This design comes from an exercise in tuning for small area, a short achievable clock period and few clock cycles on the open sky130 flow, not from production work.
Function was checked by simulation only, so behaviour that the tests miss may differ from the original.
No activity file was given, so power comes from the tool's default toggle rates.

==> inputs of exp/fjord <==
// replay_block_deframer_core
module replay_block_deframer_core
(
    input  logic        i_clk,
    input  logic        i_rst_n,
    input  logic        i_valid,
    output logic        o_stall,
    input  logic [7:0]  i_data_byte,
    output logic        o_valid,
    input  logic        i_stall,
    output logic        o_result_kind,
    output logic [3:0]  o_marker_bits,
    output logic [31:0] o_timestamp_bits,
    output logic [31:0] o_content_length,
    output logic [7:0]  o_block_type,
    output logic [31:0] o_block_param,
    output logic [7:0]  o_content_byte,
    output logic        o_last_of_block
);
export LEC_CHECK = 0
export CAP_MARGIN = 20
export CORE_MARGIN = 2
export CORE_UTILIZATION = 40
export CTS_CLUSTER_DIAMETER = 100
export CTS_CLUSTER_SIZE = 22
export SETUP_SLACK_MARGIN = 5
export SLEW_MARGIN = 20
create_clock -name core_clock -period 8.5 [get_ports {i_clk}]
standard.sh (not shown) runs the stock make flow with config.mk's settings and CLKGATE_MAP_FILE= SYNTH_SCRIPT=/design/flow/synth_recipe.tcl, a recipe that flattens the netlist after the stock synthesis.
==> flow/flow/run.sh <==
#!/bin/bash
# The standard layout, with the port buffers made from the smallest plain
# buffer cell instead of the resizer's default choice.
set -euo pipefail
export BUFFER_PORTS_ARGS="-buffer_cell sky130_fd_sc_hd__buf_1"
bash standard.sh finish > standard.log 2>&1
==> inputs of exp/tundra, as changes to exp/fjord <==
--- a/flow/design.v
+++ b/flow/design.v
@@ -14,11 +14,10 @@
     logic [7:0]  r_md;      
     logic        r_dz;      
     logic [3:0]  r_st;      
     logic [4:0]  r_sh;
     logic        r_dbig;
-    logic        r_xsel;    
     logic [27:0] r_w;
     assign r_w = o_time[27:0];
     logic [7:0]  r_e;
     logic        sa;
     logic [7:0]  ea;
@@ -54,15 +53,13 @@
             r_st[2] <= r_st[1];
             r_st[3] <= r_st[2] || (r_st[3] && !done);
         end
     end
     logic [8:0] diff;       
-    logic [8:0] ndiff;      
     logic [8:0] adiff;
-    assign diff  = {1'b0, ea_eff} - {1'b0, 8'd127 + {5'd0, r_p}};
-    assign ndiff = {1'b0, 8'd127 + {5'd0, r_p}} - {1'b0, ea_eff};
-    assign adiff = diff[8] ? ndiff : diff;
+    assign diff  = {1'b0, ea_eff} - 9'd127 - {6'd0, r_p};
+    assign adiff = diff[8] ? (9'd0 - diff) : diff;
     always_ff @(posedge i_clk) begin
         if (r_st[0]) begin
             r_dbig <= diff[8] || ((diff == 9'd0) &&
                       ((r_md > ma[23:16]) || ((r_md == ma[23:16]) && (ma[15:0] == 16'd0))));
             r_sh   <= (adiff > 9'd31) ? 5'd31 : adiff[4:0];
@@ -81,22 +78,21 @@
         if (r_sh[4]) begin st = st | (|v[15:0]);    v = v >> 16; end
         y_sh = v | {26'd0, st};
     end
     logic [26:0] x;
     logic [27:0] s;
-    assign x = r_xsel ? {r_md, 19'd0} : {ma, 3'b000};
+    assign x = r_dbig ? {r_md, 19'd0} : {ma, 3'b000};
     rbd_add #(.W(28)) u_add (
         .i_a    ({1'b0, x}),
-        .i_b    (r_w),
+        .i_b    (sa ? ~r_w : r_w),
         .i_cin  (sa),
         .o_sum  (s),
         .o_cout ()
     );
     always_ff @(posedge i_clk) begin
         if (r_st[1]) begin
-            o_time[27:0] <= {sa, sa ? ~y_sh : y_sh};
-            r_xsel <= r_dbig;
+            o_time[27:0] <= {1'b0, y_sh};
         end else if (r_st[2]) begin
             o_time[27:0] <= s;
             r_e <= r_dbig ? (8'd127 + {5'd0, r_p}) : ea_eff;
         end else if (done) begin
             o_time <= o_sum;
@@ -124,17 +120,11 @@
         .i_b    (25'd0),
         .i_cin  (up),
         .o_sum  (mant),
         .o_cout ()
     );
-    logic [7:0]  e_1;
-    logic [7:0]  e_2;
-    logic        rc;
-    assign e_1  = r_e + 8'd1;
-    assign e_2  = r_e + 8'd2;
-    assign rc   = up & (&m);
-    assign e2   = (r_w[27] & rc) ? e_2 : ((r_w[27] | rc) ? e_1 : r_e);
+    assign e2   = r_e + {7'd0, r_w[27]} + {7'd0, mant[24]};
     always_comb begin
         if (ea == 8'hFF) begin
             o_sum = i_a | {9'd0, i_a[22:0] != 23'd0, 22'd0};
         end else if (r_dz) begin
             o_sum = (i_a[30:0] == 31'd0) ? 32'd0 : i_a;
@@ -192,16 +182,14 @@
     input  logic        i_hdr_taken,
     input  logic [31:0] i_prev,         
     input  logic        i_words_out,    
     output logic        o_stall,
     output logic        o_push,
-    output logic        o_hdr_direct,   
     output logic [9:0]  o_entry,        
     output logic        o_hdr_pending,
     output logic        o_time_busy,
     output logic [3:0]  o_flags,
-    output logic [3:0]  o_pflags,       
     output logic [31:0] o_time,
     output logic [31:0] o_len,
     output logic [7:0]  o_type,
     output logic [31:0] o_param
 );
@@ -215,15 +203,15 @@
     logic [1:0]  r_idx;
     logic [3:0]  r_flags;    
     logic [3:0]  r_hflags;   
     logic [31:0] r_time;
     logic [3:0]  time_lane_we;
+    logic [31:0] r_len;
     logic [7:0]  r_type;
     logic [31:0] r_param;
     logic [31:0] r_remain;
     logic        r_pending;
-    logic        r_plast;    
     logic        take;
     logic        len_done;
     logic        param_done;
     logic        rem_last;
     logic        len_zero;
@@ -236,23 +224,21 @@
         .o_cout ()
     );
     assign len_done   = r_flags[3] || (r_idx == 2'd3);
     assign param_done = r_flags[2] || (r_idx == 2'd3);
     assign rem_last   = (r_remain == 32'd1);
-    assign len_zero   = (r_remain == 32'd0);
-    assign o_stall = (r_pending && !r_ph[PH_MARKER]) ||
-                     (i_words_out && (r_ph[PH_TYPE] | r_ph[PH_PARAM])) ||
-                     (i_full && (r_ph[PH_CONTENT] || r_plast));
+    assign len_zero   = (r_len == 32'd0);
+    assign o_stall = (r_pending && !r_ph[PH_CONTENT] && !r_ph[PH_MARKER]) ||
+                     (i_words_out && (r_ph[PH_LENGTH] | r_ph[PH_TYPE] | r_ph[PH_PARAM])) ||
+                     (i_full && (r_ph[PH_CONTENT] || (r_ph[PH_PARAM] && param_done)));
     assign take    = i_valid && !o_stall;
-    assign o_hdr_direct = take && r_ph[PH_PARAM] && param_done && !o_time_busy;
-    assign o_push  = take && (r_ph[PH_CONTENT] || (r_ph[PH_PARAM] && param_done && o_time_busy));
+    assign o_push  = take && (r_ph[PH_CONTENT] || (r_ph[PH_PARAM] && param_done));
     assign o_entry = r_ph[PH_CONTENT] ? {1'b1, rem_last, i_data_byte} : {1'b0, len_zero, 8'd0};
     assign o_hdr_pending = r_pending;
     assign o_flags = r_hflags;
-    assign o_pflags = r_flags;
     assign o_time  = r_time;
-    assign o_len   = r_remain;
+    assign o_len   = r_len;
     assign o_type  = r_type;
     assign o_param = r_param;
     rbd_fadd u_fadd (
         .i_clk   (i_clk),
         .i_rst_n (i_rst_n),
@@ -271,11 +257,10 @@
     always_ff @(posedge i_clk) begin
         if (!i_rst_n) begin
             r_ph      <= 6'b000001;
             r_idx     <= '0;
             r_pending <= 1'b0;
-            r_plast   <= 1'b0;
         end else begin
             if (i_hdr_taken) r_pending <= 1'b0;
             if (take) begin
                 if (r_ph[PH_MARKER]) begin
                     r_ph <= 6'b000010;
@@ -285,21 +270,18 @@
                     if (r_flags[0] || r_idx == 2'd3) r_ph <= 6'b000100;
                 end
                 if (r_ph[PH_LENGTH]) begin
                     r_idx <= len_done ? 2'd0 : r_idx + 2'd1;
                     if (len_done) r_ph <= r_flags[1] ? 6'b001000 : 6'b010000;
-                    if (len_done && !r_flags[1]) r_plast <= r_flags[2];
                 end
                 if (r_ph[PH_TYPE]) begin
-                    r_ph    <= 6'b010000;
-                    r_plast <= r_flags[2];
+                    r_ph <= 6'b010000;
                 end
                 if (r_ph[PH_PARAM]) begin
-                    r_idx   <= param_done ? 2'd0 : r_idx + 2'd1;
-                    r_plast <= !param_done && (r_idx == 2'd2);
+                    r_idx <= param_done ? 2'd0 : r_idx + 2'd1;
                     if (param_done) begin
-                        r_pending <= o_time_busy;
+                        r_pending <= 1'b1;
                         r_ph <= len_zero ? 6'b000001 : 6'b100000;
                     end
                 end
                 if (r_ph[PH_CONTENT]) begin
                     if (rem_last) r_ph <= 6'b000001;
@@ -310,24 +292,25 @@
     always_ff @(posedge i_clk) begin
         if (take) begin
             if (r_ph[PH_MARKER]) begin
                 r_flags <= i_data_byte[3:0];
             end
-            if (r_ph[PH_PARAM] && !r_flags[1]) begin
+            if (r_ph[PH_LENGTH] && len_done && !r_flags[1]) begin
                 r_type <= 8'd0;
             end
             if (r_ph[PH_LENGTH]) begin
-                if (r_idx == 2'd0) r_remain <= {24'd0, i_data_byte};
-                else r_remain[8*r_idx +: 8] <= i_data_byte;
+                if (r_idx == 2'd0) r_len <= {24'd0, i_data_byte};
+                else r_len[8*r_idx +: 8] <= i_data_byte;
             end
             if (r_ph[PH_TYPE]) begin
                 r_type <= i_data_byte;
             end
             if (r_ph[PH_PARAM]) begin
                 if (r_idx == 2'd0) r_param <= {24'd0, i_data_byte};
                 else r_param[8*r_idx +: 8] <= i_data_byte;
                 if (param_done) begin
+                    r_remain <= r_len;
                     r_hflags <= r_flags;
                 end
             end
             if (r_ph[PH_CONTENT]) begin
                 r_remain <= rem_dec;
@@ -335,11 +318,11 @@
         end
     end
 endmodule
 module rbd_queue
 #(
-    parameter int DEPTH = 2
+    parameter int DEPTH = 4
 )
 (
     input  logic       i_clk,
     input  logic       i_rst_n,
     input  logic       i_push,
@@ -388,60 +371,48 @@
     input  logic        i_clk,
     input  logic        i_rst_n,
     input  logic        i_q_valid,
     input  logic [9:0]  i_q_item,
     input  logic        i_time_busy,
-    input  logic        i_hdr_direct,   
-    input  logic        i_len_zero,
-    input  logic [3:0]  i_dflags,
     input  logic [3:0]  i_flags,
     input  logic [31:0] i_time,
-    input  logic [31:0] i_len,
     input  logic        i_stall,
     output logic        o_pop,
     output logic        o_hdr_taken,
     output logic        o_valid,
     output logic        o_kind,
     output logic        o_last,
     output logic [7:0]  o_byte,
     output logic [3:0]  o_flags,
-    output logic [31:0] o_time,
-    output logic [31:0] o_len
+    output logic [31:0] o_time
 );
     logic free;
     assign free        = !o_valid || !i_stall;
     assign o_pop       = i_q_valid && free && (i_q_item[9] || !i_time_busy);
     assign o_hdr_taken = o_pop && !i_q_item[9];
     always_ff @(posedge i_clk) begin
         if (!i_rst_n) begin
             o_time <= '0;
-        end else if (o_hdr_taken || i_hdr_direct) begin
+        end else if (o_hdr_taken) begin
             o_time <= i_time;
         end
     end
     always_ff @(posedge i_clk) begin
         if (!i_rst_n) begin
             o_valid <= 1'b0;
         end else if (free) begin
-            o_valid <= o_pop || i_hdr_direct;
+            o_valid <= o_pop;
         end
     end
     always_ff @(posedge i_clk) begin
         if (o_pop) begin
             o_kind <= i_q_item[9];
             o_last <= i_q_item[8];
             o_byte <= i_q_item[7:0];
-        end else if (i_hdr_direct) begin
-            o_kind <= 1'b0;
-            o_last <= i_len_zero;
         end
         if (o_hdr_taken) begin
             o_flags <= i_flags;
-            o_len   <= i_len;
-        end else if (i_hdr_direct) begin
-            o_flags <= i_dflags;
-            o_len   <= i_len;
         end
     end
 endmodule
 module replay_block_deframer_core
 (
@@ -460,12 +431,10 @@
     output logic [31:0] o_block_param,
     output logic [7:0]  o_content_byte,
     output logic        o_last_of_block
 );
     logic        push;
-    logic        hdr_direct;
-    logic [3:0]  p_pflags;
     logic        full;
     logic        q_valid;
     logic        pop;
     logic        hdr_taken;
     logic        time_busy;
@@ -474,10 +443,11 @@
     logic [3:0]  p_flags;
     logic [31:0] p_time;
     logic [31:0] p_len;
     logic [7:0]  p_type;
     logic [31:0] p_param;
+    assign o_content_length = p_len;
     assign o_block_type     = p_type;
     assign o_block_param    = p_param;
     rbd_front u_front (
         .i_clk         (i_clk),
         .i_rst_n       (i_rst_n),
@@ -487,12 +457,10 @@
         .i_hdr_taken   (hdr_taken),
         .i_words_out   (q_valid || o_valid),
         .i_prev        (o_timestamp_bits),
         .o_stall       (o_stall),
         .o_push        (push),
-        .o_hdr_direct  (hdr_direct),
-        .o_pflags      (p_pflags),
         .o_entry       (push_item),
         .o_hdr_pending (),
         .o_time_busy   (time_busy),
         .o_flags       (p_flags),
         .o_time        (p_time),
@@ -514,23 +482,18 @@
         .i_clk       (i_clk),
         .i_rst_n     (i_rst_n),
         .i_q_valid   (q_valid),
         .i_q_item    (q_item),
         .i_time_busy (time_busy),
-        .i_hdr_direct(hdr_direct),
-        .i_len_zero  (push_item[8]),
-        .i_dflags    (p_pflags),
         .i_flags     (p_flags),
         .i_time      (p_time),
-        .i_len       (p_len),
         .i_stall     (i_stall),
         .o_pop       (pop),
         .o_hdr_taken (hdr_taken),
         .o_valid     (o_valid),
         .o_kind      (o_result_kind),
         .o_last      (o_last_of_block),
         .o_byte      (o_content_byte),
         .o_flags     (o_marker_bits),
-        .o_time      (o_timestamp_bits),
-        .o_len       (o_content_length)
+        .o_time      (o_timestamp_bits)
     );
 endmodule
==> flow/run.sh (new file) <==
#!/bin/bash
# synth_recipe.tcl (not shown) runs the flow's synth.tcl, then flattens the netlist and writes it again
# the make line also repeats each setting of config.mk as NAME=value (left out here)
make -C /OpenROAD-flow-scripts/flow DESIGN_CONFIG=/design/flow/config.mk WORK_HOME=/design/flow/orfs CLKGATE_MAP_FILE= SYNTH_SCRIPT=/design/flow/synth_recipe.tcl finish
--- a/flow/config.mk
+++ b/flow/config.mk
@@ -5,10 +5,8 @@
 export SDC_FILE = /design/flow/constraint.sdc
 export NUM_CORES = 4
 export LEC_CHECK = 0
 export CAP_MARGIN = 20
 export CORE_MARGIN = 2
-export CORE_UTILIZATION = 40
-export CTS_CLUSTER_DIAMETER = 100
-export CTS_CLUSTER_SIZE = 22
+export CORE_UTILIZATION = 65
 export SETUP_SLACK_MARGIN = 5
 export SLEW_MARGIN = 20
removed: flow/flow/run.sh
removed: flow/standard.sh
==> summary.txt <==
item                                                                             exp/fjord                   exp/tundra
Normalized max-slew margin                                                          40.79%                       32.66%
Routed wire length per instance                                                   21.96 µm                     25.07 µm
Hold Path End                                                 u_front.r_plast$_SDFFE_PN0P_  u_back.o_flags[1]$_DFFE_PP_
Core Footprint                                                                   43080 µm²                    26950 µm²
Leakage power figure                                                              7.471 nW                     8.150 nW
Placed cell count                                                                     2437                         2122
Post-route cell area                                                             19700 µm²                    21460 µm²
Met2 wire length                                                                  24960 µm                     26720 µm
Share of synthesized area occupied by flip-flops and latches                        41.22%                       43.80%
Area fraction in compound gates after synthesis                                     16.77%                       16.98%
Status                                                    no timing/DRC/antenna violations  no timing/DRC/antenna violations
Required @ worst endpoint                                                          8.77 ns                      8.96 ns
GRT Total Usage                                                                     23.98%                       38.30%
Wire length on met1                                                               24300 µm                     20710 µm
Synthesized netlist net count                                                         1928                         1859
Testbench counts of exp/fjord, summed over its fixed seeds: cycles 13,035.
Testbench counts of exp/tundra, summed over its fixed seeds: cycles 13,091.

what the ideal ports hide:
How much do the figures lean on ideal ports? The routed layouts below were timed once more, with nothing changed but the port constraints.
Step 1 sets driving cells, clkbuf_16 on the clock port and buf_2 on the other inputs (assumed; they add their load-dependent delay and slew).
Step 2 adds t to the input delays and takes it off the output delays; t is the mean of the earliest and latest rising clock arrival at the registers after step 1. Input paths then give back, and output paths get back, about the clock's delay inside the block.
Slacks: no drivers / after step 1 / after step 2; pairs: no drivers / after step 1.
run	shift t [ns]	slack for setup (ns)	hold WS [ns]
exp/fjord	0.568	4.979 / 4.979 / 4.640	0.471 / 0.471 / 0.471
exp/tundra	0.605	4.733 / 4.733 / 4.371	0.429 / 0.429 / 0.429
After both steps setup and hold are still met in every run listed. The setup slack of exp/tundra, which loses most, moves by 0.000 ns with the drivers and by -0.362 ns with both steps.
